Context: an optimization exercise on an open-source flow, tuned for small area, a short achievable clock period and few clock cycles per item. The choices shown serve that exercise and are no tape-out recipe.

==> run a: inputs <==
Design voltmeter_display_controller_core, start of the top module:
module voltmeter_display_controller_core (
    input  wire logic                           i_clk,
    input  wire logic                           i_rst_n,
    input  wire logic                           i_cfg_we,
    input  wire logic [vdc_pkg::CFG_IDX_W-1:0]  i_cfg_idx,
    input  wire logic [vdc_pkg::CFG_DATA_W-1:0] i_cfg_data,
    input  wire logic                           i_in_valid,
    output      logic                           o_in_ready,
    input  wire logic [vdc_pkg::FUNC_W-1:0]     i_in_func,
    input  wire logic [9:0]                     i_in_sample,
    input  wire logic [vdc_pkg::SW_W-1:0]       i_in_switches,
    output      logic                           o_out_valid,
    input  wire logic                           i_out_ready,
    output      logic [vdc_pkg::SEG_W-1:0]      o_out_segments,
    output      logic                           o_out_digit_high,
    output      logic [vdc_pkg::DUTY_W-1:0]     o_out_duty_percent,
    output      logic [vdc_pkg::PERIOD_W-1:0]   o_out_compare_count,
    output      logic [vdc_pkg::VAL_W-1:0]      o_out_shown_value
);
Settings: LEC_CHECK=0, ABC_CLOCK_PERIOD_IN_PS=2000, CAP_MARGIN=20, CORE_MARGIN=2, CORE_UTILIZATION=40, CTS_BUF_LIST=sky130_fd_sc_hd__clkbuf_4 sky130_fd_sc_hd__clkbuf_8, CTS_CLUSTER_DIAMETER=60, CTS_CLUSTER_SIZE=40, SETUP_SLACK_MARGIN=5, SLEW_MARGIN=20; clock period 8.0 ns.
run.sh (not shown) runs the stock make flow with config.mk's settings and CLKGATE_MAP_FILE= SYNTH_SCRIPT=/design/flow/synth_recipe.tcl, a recipe that flattens the netlist after the stock synthesis.
==> run b (differences from run a) <==
--- a/flow/design.v
+++ b/flow/design.v
@@ -44,33 +44,16 @@
         endcase
     endfunction
     function automatic logic [SEG_W-1:0] refresh_seg(input logic t, input logic [VAL_W-1:0] v);
-        logic [3:0] q;
-        logic [2:0] r, u;
-        logic       ge;
-        logic [3:0] tens, ones;
-        case (v[6:3])
-            4'd0:    begin q = 4'd0;  r = 3'd0; end
-            4'd1:    begin q = 4'd0;  r = 3'd4; end
-            4'd2:    begin q = 4'd1;  r = 3'd3; end
-            4'd3:    begin q = 4'd2;  r = 3'd2; end
-            4'd4:    begin q = 4'd3;  r = 3'd1; end
-            4'd5:    begin q = 4'd4;  r = 3'd0; end
-            4'd6:    begin q = 4'd4;  r = 3'd4; end
-            4'd7:    begin q = 4'd5;  r = 3'd3; end
-            4'd8:    begin q = 4'd6;  r = 3'd2; end
-            4'd9:    begin q = 4'd7;  r = 3'd1; end
-            4'd10:   begin q = 4'd8;  r = 3'd0; end
-            4'd11:   begin q = 4'd8;  r = 3'd4; end
-            4'd12:   begin q = 4'd9;  r = 3'd3; end
-            4'd13:   begin q = 4'd10; r = 3'd2; end
-            4'd14:   begin q = 4'd11; r = 3'd1; end
-            default: begin q = 4'd12; r = 3'd0; end
-        endcase
-        u    = r + {1'b0, v[2:1]};
-        ge   = (u >= 3'd5);
-        tens = q + {3'd0, ge};
-        ones = {ge ? u - 3'd5 : u, v[0]};
-        refresh_seg = {t, glyph(t ? tens : ones)};
+        logic [15:0] x;
+        logic [3:0]  tens;
+        x = {9'd0, v};
+        for (int i = 0; i < 7; i++) begin
+            if (x[10:7] >= 4'd5)  x[10:7]  = x[10:7] + 4'd3;
+            if (x[14:11] >= 4'd5) x[14:11] = x[14:11] + 4'd3;
+            x = x << 1;
+        end
+        tens = x[15] ? x[14:11] + 4'd10 : x[14:11];
+        refresh_seg = {t, glyph(t ? tens : x[10:7])};
     endfunction
 endpackage
 `default_nettype wire
--- a/flow/config.mk
+++ b/flow/config.mk
@@ -9,8 +9,5 @@
 export CAP_MARGIN = 20
 export CORE_MARGIN = 2
 export CORE_UTILIZATION = 40
-export CTS_BUF_LIST = sky130_fd_sc_hd__clkbuf_4 sky130_fd_sc_hd__clkbuf_8
-export CTS_CLUSTER_DIAMETER = 60
-export CTS_CLUSTER_SIZE = 40
 export SETUP_SLACK_MARGIN = 5
 export SLEW_MARGIN = 20
==> run c (differences from run a) <==
--- a/flow/design.v
+++ b/flow/design.v
@@ -44,33 +44,16 @@
         endcase
     endfunction
     function automatic logic [SEG_W-1:0] refresh_seg(input logic t, input logic [VAL_W-1:0] v);
-        logic [3:0] q;
-        logic [2:0] r, u;
-        logic       ge;
-        logic [3:0] tens, ones;
-        case (v[6:3])
-            4'd0:    begin q = 4'd0;  r = 3'd0; end
-            4'd1:    begin q = 4'd0;  r = 3'd4; end
-            4'd2:    begin q = 4'd1;  r = 3'd3; end
-            4'd3:    begin q = 4'd2;  r = 3'd2; end
-            4'd4:    begin q = 4'd3;  r = 3'd1; end
-            4'd5:    begin q = 4'd4;  r = 3'd0; end
-            4'd6:    begin q = 4'd4;  r = 3'd4; end
-            4'd7:    begin q = 4'd5;  r = 3'd3; end
-            4'd8:    begin q = 4'd6;  r = 3'd2; end
-            4'd9:    begin q = 4'd7;  r = 3'd1; end
-            4'd10:   begin q = 4'd8;  r = 3'd0; end
-            4'd11:   begin q = 4'd8;  r = 3'd4; end
-            4'd12:   begin q = 4'd9;  r = 3'd3; end
-            4'd13:   begin q = 4'd10; r = 3'd2; end
-            4'd14:   begin q = 4'd11; r = 3'd1; end
-            default: begin q = 4'd12; r = 3'd0; end
-        endcase
-        u    = r + {1'b0, v[2:1]};
-        ge   = (u >= 3'd5);
-        tens = q + {3'd0, ge};
-        ones = {ge ? u - 3'd5 : u, v[0]};
-        refresh_seg = {t, glyph(t ? tens : ones)};
+        logic [15:0] x;
+        logic [3:0]  tens;
+        x = {9'd0, v};
+        for (int i = 0; i < 7; i++) begin
+            if (x[10:7] >= 4'd5)  x[10:7]  = x[10:7] + 4'd3;
+            if (x[14:11] >= 4'd5) x[14:11] = x[14:11] + 4'd3;
+            x = x << 1;
+        end
+        tens = x[15] ? x[14:11] + 4'd10 : x[14:11];
+        refresh_seg = {t, glyph(t ? tens : x[10:7])};
     endfunction
 endpackage
 `default_nettype wire
==> run d (differences from run a) <==
--- a/flow/config.mk
+++ b/flow/config.mk
@@ -9,8 +9,5 @@
 export CAP_MARGIN = 20
 export CORE_MARGIN = 2
 export CORE_UTILIZATION = 40
-export CTS_BUF_LIST = sky130_fd_sc_hd__clkbuf_4 sky130_fd_sc_hd__clkbuf_8
-export CTS_CLUSTER_DIAMETER = 60
-export CTS_CLUSTER_SIZE = 40
 export SETUP_SLACK_MARGIN = 5
 export SLEW_MARGIN = 20
==> impl_metrics.tcl <==
set metrics [dict create \
    critPathLaunch "u_out.r_value[5]" \
    status "finished clean" \
    num-multi-input-gates 792 \
    yosysUniqueCellTypes 81 \
    top_layer_used "met4" \
    cp.arrival_ps 4930 \
    critPathSlowestCell "or4_4" \
    grt_util_all_layers 0.191 \
    ys_seq_area_frac 0.381 \
    design_area_um2 12400 \
    syn_nets 1167 \
    sh_seq_area 0.301 \
    dp_hpwl_um 15500 \
    wl_met2_um 11500 \
]
-- figures above: run c

==> impl_metrics.tcl <==
set metrics [dict create \
    num-multi-input-gates 795 \
    grt_util_all_layers 0.207 \
    synthArstFlopShare 0 \
    syn2layout_area_growth_pct 30.0 \
    use_met2 0.325 \
    fin_skew_ps 18.5 \
    sh_seq_area 0.306 \
    cp.arrival_ps 3540 \
    critPathSlowestCell "a222oi_1" \
    yosysUniqueCellTypes 80 \
    synth_fa_ha_area_frac 0.0712 \
    wl_met2_um 12400 \
    status "finished clean" \
    syn_nets 1160 \
    top_layer_used "met5" \
    dp_hpwl_um 16600 \
    design_area_um2 12500 \
    area_dominant_class "multi-input gates" \
    critPathLaunch "i_out_ready" \
]
-- figures above: run a

==> impl_metrics.tcl <==
set metrics [dict create \
    yosysUniqueCellTypes 80 \
    dp_hpwl_um 16600 \
    ys_seq_area_frac 0.394 \
    cp.arrival_ps 3500 \
    num-multi-input-gates 795 \
    grt_util_all_layers 0.209 \
    top_layer_used "met5" \
    sh_seq_area 0.299 \
    critPathSlowestCell "a2111oi_4" \
    status "finished clean" \
    syn_nets 1160 \
]
-- figures above: run d

==> impl_metrics.tcl <==
set metrics [dict create \
    status "finished clean" \
    cp.arrival_ps 4870 \
    finalPower_mw 2.26 \
    yosysUniqueCellTypes 81 \
    seqPwrFrac 0.418 \
    num-multi-input-gates 794 \
    reg_top3 "u_out.r_q: 17 flops, u_cfg.r_period: 16 flops, u_out.r_qp: 16 flops" \
    top_layer_used "met4" \
    ys_seq_area_frac 0.381 \
    critPathSlowestCell "or4_4" \
    grt_util_all_layers 0.190 \
    critPathLaunch "u_out.r_value[5]" \
    syn_nets 1167 \
    path_class "reg2reg" \
    dp_hpwl_um 15500 \
    syn2layout_area_growth_pct 30.8 \
    grt_antenna_before_repair 0 \
    endpoint "u_out.r_seg[3]" \
]
-- figures above: run b

Function was not checked in any run of this note: the RTL went through the layout flow alone.

[re-timing with driven ports]
The flow's constraints put no driver on any port. The routed layouts listed below were extracted and timed again, unchanged, in two steps. Step 1 (the two cells are an assumption about what drives the block):
set clk [get_ports {i_clk}]
set_driving_cell -lib_cell sky130_fd_sc_hd__clkbuf_16 $clk
set_driving_cell -lib_cell sky130_fd_sc_hd__buf_2 [delete_from_list [all_inputs] $clk]
Step 2 times the ports against the registers' clock, not the clock port: input delays grow and output delays shrink by t, the midpoint of the rising clock arrivals with the driver on. a / b / c = ideal ports / drivers / drivers and shift; a / b = the first two.
| run | shift t [ns] | setup WS [ns] | worst hold slack (ns) | pins driven straight from the clock port |
|---|---|---|---|---|
| run a | 0.502 | 4.817 / 4.822 / 4.328 | 0.458 / 0.458 / 0.458 | 1 |
| run b | 0.470 | 3.448 / 3.448 / 3.448 | 0.459 / 0.460 / 0.460 | 1 |
| run c | 0.506 | 3.438 / 3.438 / 3.438 | 0.468 / 0.468 / 0.468 | 1 |
| run d | 0.478 | 4.829 / 4.845 / 4.367 | 0.457 / 0.457 / 0.457 | 1 |
After both steps setup and hold are still met in every run listed. For run a, which loses most, drivers alone change the setup slack by +0.005 ns; drivers and shift together by -0.489 ns.
